Context: an optimization exercise on an open-source flow, tuned for small area, a short achievable clock period and few clock cycles per item. The choices shown serve that exercise and are no tape-out recipe. At most, simulation tests tie the RTL to the original design; equivalence was not proved. Power and IR drop assume default switching activity.

==> flow/design.v <==
`default_nettype none
package axi_wr_pkg;
    localparam int ADDR_W   = 32;
    localparam int DATA_W   = 32;
    localparam int STRB_W   = DATA_W / 8;
    localparam int ID_W     = 4;
    localparam int LEN_W    = 8;
    localparam int SIZE_W   = 3;
    localparam int MAX_SIZE = 2;
    localparam int PAGE_BIT = 12;
    localparam int AW_DEPTH = 4;
    localparam int W_DEPTH  = 16;
    localparam int B_DEPTH  = 4;
    localparam int AW_W  = ID_W + ADDR_W + LEN_W + SIZE_W + 2;
    localparam int W_W   = DATA_W + STRB_W + 1;
    localparam int B_W   = ID_W + 2;
    localparam int MEM_W = ID_W + ADDR_W + DATA_W + STRB_W + 1;
    typedef enum logic [1:0] {
        FIXED = 2'b00,
        INCR  = 2'b01,
        WRAP  = 2'b10,
        RSVD  = 2'b11
    } burst_e;
    typedef enum logic [1:0] {
        OKAY   = 2'b00,
        SLVERR = 2'b10
    } resp_e;
    typedef struct packed {
        logic [ID_W-1:0]   id;
        logic [ADDR_W-1:0] addr;
        logic [LEN_W-1:0]  len;
        logic [SIZE_W-1:0] size;
        burst_e            burst;
    } aw_cmd_t;
    typedef struct packed {
        logic [DATA_W-1:0] data;
        logic [STRB_W-1:0] strb;
        logic              last;
    } w_beat_t;
    typedef struct packed {
        logic [ID_W-1:0] id;
        resp_e           resp;
    } b_resp_t;
    typedef struct packed {
        logic [ID_W-1:0]   id;
        logic [ADDR_W-1:0] addr;
        logic [DATA_W-1:0] data;
        logic [STRB_W-1:0] strb;
        logic              last;
    } mem_wr_t;
endpackage
`default_nettype wire
`timescale 1ns/1ps
`default_nettype none
module sync_fifo #(
    parameter int WIDTH = 8,
    parameter int DEPTH = 4
) (
    input  wire logic             clk,
    input  wire logic             rst_n,
    input  wire logic             push,
    input  wire logic [WIDTH-1:0] din,
    output logic                  full,
    input  wire logic             pop,
    output logic      [WIDTH-1:0] dout,
    output logic                  empty
);
    logic [WIDTH-1:0]           mem [DEPTH];
    logic [$clog2(DEPTH)-1:0]   wr_ptr;
    logic [$clog2(DEPTH)-1:0]   rd_ptr;
    logic [$clog2(DEPTH+1)-1:0] count;
    logic                       do_push;
    logic                       do_pop;
    assign do_push = push && !full;
    assign do_pop  = pop && !empty;
    assign full  = (count == DEPTH);
    assign empty = (count == '0);
    assign dout  = mem[rd_ptr];
    always_ff @(posedge clk) begin
        if (do_push) begin
            mem[wr_ptr] <= din;
        end
    end
    always_ff @(posedge clk or negedge rst_n) begin
        if (!rst_n) begin
            wr_ptr <= '0;
            rd_ptr <= '0;
            count  <= '0;
        end else begin
            if (do_push) begin
                wr_ptr <= (wr_ptr == DEPTH - 1) ? '0 : wr_ptr + 1'b1;
            end
            if (do_pop) begin
                rd_ptr <= (rd_ptr == DEPTH - 1) ? '0 : rd_ptr + 1'b1;
            end
            case ({do_push, do_pop})
                2'b10:   count <= count + 1'b1;
                2'b01:   count <= count - 1'b1;
                default: count <= count;
            endcase
        end
    end
endmodule
`default_nettype wire
`timescale 1ns/1ps
`default_nettype none
module aw_decode (
    input  wire logic [axi_wr_pkg::SIZE_W-1:0]    size,
    input  wire logic [1:0]                       burst,
    input  wire logic [axi_wr_pkg::PAGE_BIT-1:0]  cur_addr,
    output logic      [axi_wr_pkg::PAGE_BIT-1:0]  sum_addr,
    output logic                                  carry
);
    localparam int PB = axi_wr_pkg::PAGE_BIT;
    logic [PB-1:0] low;      
    logic [PB-1:0] ones;     
    logic [PB:0]   run;      
    logic          step;     
    always_comb begin
        for (int i = 0; i < PB; i++) begin
            low[i] = (axi_wr_pkg::SIZE_W'(i) < size) && (i < 8);
        end
        ones = cur_addr | low;
        run[0] = 1'b1;
        for (int i = 0; i < PB; i++) begin
            run[i+1] = run[i] && ones[i];
        end
        step = (burst != axi_wr_pkg::FIXED);
        for (int i = 0; i < PB; i++) begin
            sum_addr[i] = !low[i] && (cur_addr[i] ^ (step && run[i]));
        end
        carry = step && run[PB];
    end
endmodule
`default_nettype wire
`timescale 1ns/1ps
`default_nettype none
module burst_engine (
    input  wire logic                      clk,
    input  wire logic                      rst_n,
    input  wire axi_wr_pkg::aw_cmd_t       cmd,
    input  wire logic                      cmd_valid,
    output logic                           cmd_ready,
    input  wire axi_wr_pkg::w_beat_t       beat,
    input  wire logic                      beat_valid,
    output logic                           beat_ready,
    output axi_wr_pkg::mem_wr_t            mem,
    output logic                           mem_we,
    input  wire logic                      mem_ready,
    output logic                           resp_valid,
    input  wire logic                      resp_ready
);
    localparam int PB = axi_wr_pkg::PAGE_BIT;
    logic                           first;       
    logic                           mid_q;       
    logic                           last_q;      
    logic                           resp_q;      
    logic [axi_wr_pkg::LEN_W-1:0]   rem_q;
    logic                           stay_q;
    logic [PB-1:0]                  addr_q;
    logic                           use_cmd;
    logic [PB-1:0]                  cur_addr;
    logic [PB-1:0]                  sum_addr;
    logic                           carry;
    logic                           wr;
    assign first    = !(mid_q || last_q || resp_q);
    assign use_cmd  = first || stay_q;
    assign cur_addr = use_cmd ? cmd.addr[PB-1:0] : addr_q;
    aw_decode u_aw_decode (
        .size     (cmd.size),
        .burst    (cmd.burst),
        .cur_addr (cur_addr),
        .sum_addr (sum_addr),
        .carry    (carry)
    );
    assign mem_we     = beat_valid && (mid_q || last_q || (cmd_valid && !resp_q));
    assign wr         = mem_we && mem_ready;
    assign beat_ready = wr;
    assign resp_valid = resp_q || (last_q && beat_valid && mem_ready);
    assign cmd_ready  = resp_valid && resp_ready;
    always_comb begin
        mem.id   = cmd.id;
        mem.addr = {cmd.addr[axi_wr_pkg::ADDR_W-1:PB], cur_addr};
        mem.data = beat.data;
        mem.strb = beat.strb;
        mem.last = beat.last;
    end
    always_ff @(posedge clk or negedge rst_n) begin
        if (!rst_n) begin
            mid_q   <= 1'b0;
            last_q  <= 1'b0;
            resp_q  <= 1'b0;
        end else if (cmd_ready) begin
            mid_q   <= 1'b0;
            last_q  <= 1'b0;
            resp_q  <= 1'b0;
        end else if (wr) begin
            if (first) begin
                mid_q  <= (cmd.len > 8'd1);
                last_q <= (cmd.len == 8'd1);
                resp_q <= (cmd.len == 8'd0);
            end else begin
                mid_q  <= (rem_q > 8'd2);
                last_q <= (rem_q == 8'd2);
                resp_q <= last_q;
            end
        end
    end
    always_ff @(posedge clk) begin
        if (wr) begin
            rem_q <= first ? cmd.len : rem_q - 1'b1;
        end
        if (wr && first) begin
            stay_q <= carry;
        end
        if (wr && !carry) begin
            addr_q <= sum_addr;
        end
    end
endmodule
`default_nettype wire
`timescale 1ns/1ps
`default_nettype none
module wresp_gen (
    input  wire axi_wr_pkg::aw_cmd_t         cmd,
    output axi_wr_pkg::b_resp_t              b
);
    logic size_err;
    assign size_err = (cmd.size > axi_wr_pkg::SIZE_W'(axi_wr_pkg::MAX_SIZE));
    assign b.id     = cmd.id;
    assign b.resp   = size_err ? axi_wr_pkg::SLVERR : axi_wr_pkg::OKAY;
endmodule
`default_nettype wire
`timescale 1ns/1ps
`default_nettype none
module axi_wr_slave (
    input  wire logic                  clk,
    input  wire logic                  rst_n,
    input  wire axi_wr_pkg::aw_cmd_t   aw,
    input  wire logic                  aw_valid,
    output logic                       aw_ready,
    input  wire axi_wr_pkg::w_beat_t   w,
    input  wire logic                  w_valid,
    output logic                       w_ready,
    output axi_wr_pkg::b_resp_t        b,
    output logic                       b_valid,
    input  wire logic                  b_ready,
    output axi_wr_pkg::mem_wr_t        mem,
    output logic                       mem_we,
    input  wire logic                  mem_ready
);
    burst_engine u_burst_engine (
        .clk        (clk),
        .rst_n      (rst_n),
        .cmd        (aw),
        .cmd_valid  (aw_valid),
        .cmd_ready  (aw_ready),
        .beat       (w),
        .beat_valid (w_valid),
        .beat_ready (w_ready),
        .mem        (mem),
        .mem_we     (mem_we),
        .mem_ready  (mem_ready),
        .resp_valid (b_valid),
        .resp_ready (b_ready)
    );
    wresp_gen u_wresp_gen (
        .cmd (aw),
        .b   (b)
    );
endmodule
`default_nettype wire
==> flow/config.mk <==
export PLATFORM = sky130hd
export DESIGN_NAME = axi_wr_slave
export DESIGN_NICKNAME = axi_wr_slave
export VERILOG_FILES = /design/flow/design.v
export SDC_FILE = /design/flow/constraint.sdc
export NUM_CORES = 4
export LEC_CHECK = 0
export ABC_AREA = 1
export CAP_MARGIN = 20
export CORE_MARGIN = 2
export CORE_UTILIZATION = 40
export SETUP_SLACK_MARGIN = 2.5
export SLEW_MARGIN = 20
==> flow/constraint.sdc <==
create_clock -name core_clock -period 5.5 [get_ports {clk}]
set_input_delay 1.1000 -clock core_clock [delete_from_list [all_inputs] [get_ports {clk}]]
set_output_delay 1.1000 -clock core_clock [all_outputs]
set_load 0.01 [all_outputs]
standard.sh (not shown) runs the stock make flow with config.mk's settings and CLKGATE_MAP_FILE= SYNTH_SCRIPT=/design/flow/synth_recipe.tcl, a recipe that flattens the netlist after the stock synthesis.
==> flow/flow/run.sh <==
#!/bin/bash
export BUFFER_PORTS_ARGS="-buffer_cell sky130_fd_sc_hd__buf_1"
bash standard.sh > standard.log 2>&1
Testbench counts at the start, summed over its fixed seeds: cycles 15,030, beats 13,386.
Then changed:
--- a/flow/design.v
+++ b/flow/design.v
@@ -152,5 +152,5 @@
 );
     localparam int PB = axi_wr_pkg::PAGE_BIT;
-    logic                           first;       
+    logic                           first_q;     
     logic                           mid_q;       
     logic                           last_q;      
@@ -164,6 +164,5 @@
     logic                           carry;
     logic                           wr;
-    assign first    = !(mid_q || last_q || resp_q);
-    assign use_cmd  = first || stay_q;
+    assign use_cmd  = first_q || stay_q;
     assign cur_addr = use_cmd ? cmd.addr[PB-1:0] : addr_q;
     aw_decode u_aw_decode (
@@ -174,5 +173,5 @@
         .carry    (carry)
     );
-    assign mem_we     = beat_valid && (mid_q || last_q || (cmd_valid && !resp_q));
+    assign mem_we     = beat_valid && ((first_q && cmd_valid) || mid_q || last_q);
     assign wr         = mem_we && mem_ready;
     assign beat_ready = wr;
@@ -188,13 +187,16 @@
     always_ff @(posedge clk or negedge rst_n) begin
         if (!rst_n) begin
+            first_q <= 1'b1;
             mid_q   <= 1'b0;
             last_q  <= 1'b0;
             resp_q  <= 1'b0;
         end else if (cmd_ready) begin
+            first_q <= 1'b1;
             mid_q   <= 1'b0;
             last_q  <= 1'b0;
             resp_q  <= 1'b0;
         end else if (wr) begin
-            if (first) begin
+            first_q <= 1'b0;
+            if (first_q) begin
                 mid_q  <= (cmd.len > 8'd1);
                 last_q <= (cmd.len == 8'd1);
@@ -209,7 +211,7 @@
     always_ff @(posedge clk) begin
         if (wr) begin
-            rem_q <= first ? cmd.len : rem_q - 1'b1;
-        end
-        if (wr && first) begin
+            rem_q <= first_q ? cmd.len : rem_q - 1'b1;
+        end
+        if (wr && first_q) begin
             stay_q <= carry;
         end
Result:
- design area grows by 1.3%
- global-route usage grows by 0.16 points
- total power shrinks by 23%
- clock skew barely changes
- non-clock buffer count grows by 2
- hold slack improves by 0.0058 ns
- sequential share of layout area grows by 0.99 points
- routed wire length shrinks by 3.2%
- flip-flop and latch count grows by 1
- die area hardly moves
Function not checked in the second run of this note: the RTL went through the layout flow alone.

==> afterwards: timing with drivers on the ports <==
The flow's constraints put no driver on any port. The routed layouts listed below were extracted and timed again, unchanged, in two steps.
Step 1, drivers: a clkbuf_16 drives clk and a buf_2 each remaining input, both assumed.
Step 2, shift: input delay + t, output delay - t, t = (earliest + latest rising clock arrival at the registers) / 2. This alone moves slack from input paths to output paths.
Three values: no drivers, after step 1, after step 2; two values: the first two.
run	t (ns)	slack for setup (ns)	pins driven straight from the clock port
the first run	0.291	2.577 / 2.555 / 2.555	1
the second run	0.290	2.601 / 2.574 / 2.574	1
After both steps every run listed still meets setup and hold. For the second run, which loses most, drivers alone change the setup slack by -0.027 ns; drivers and shift together by -0.027 ns.
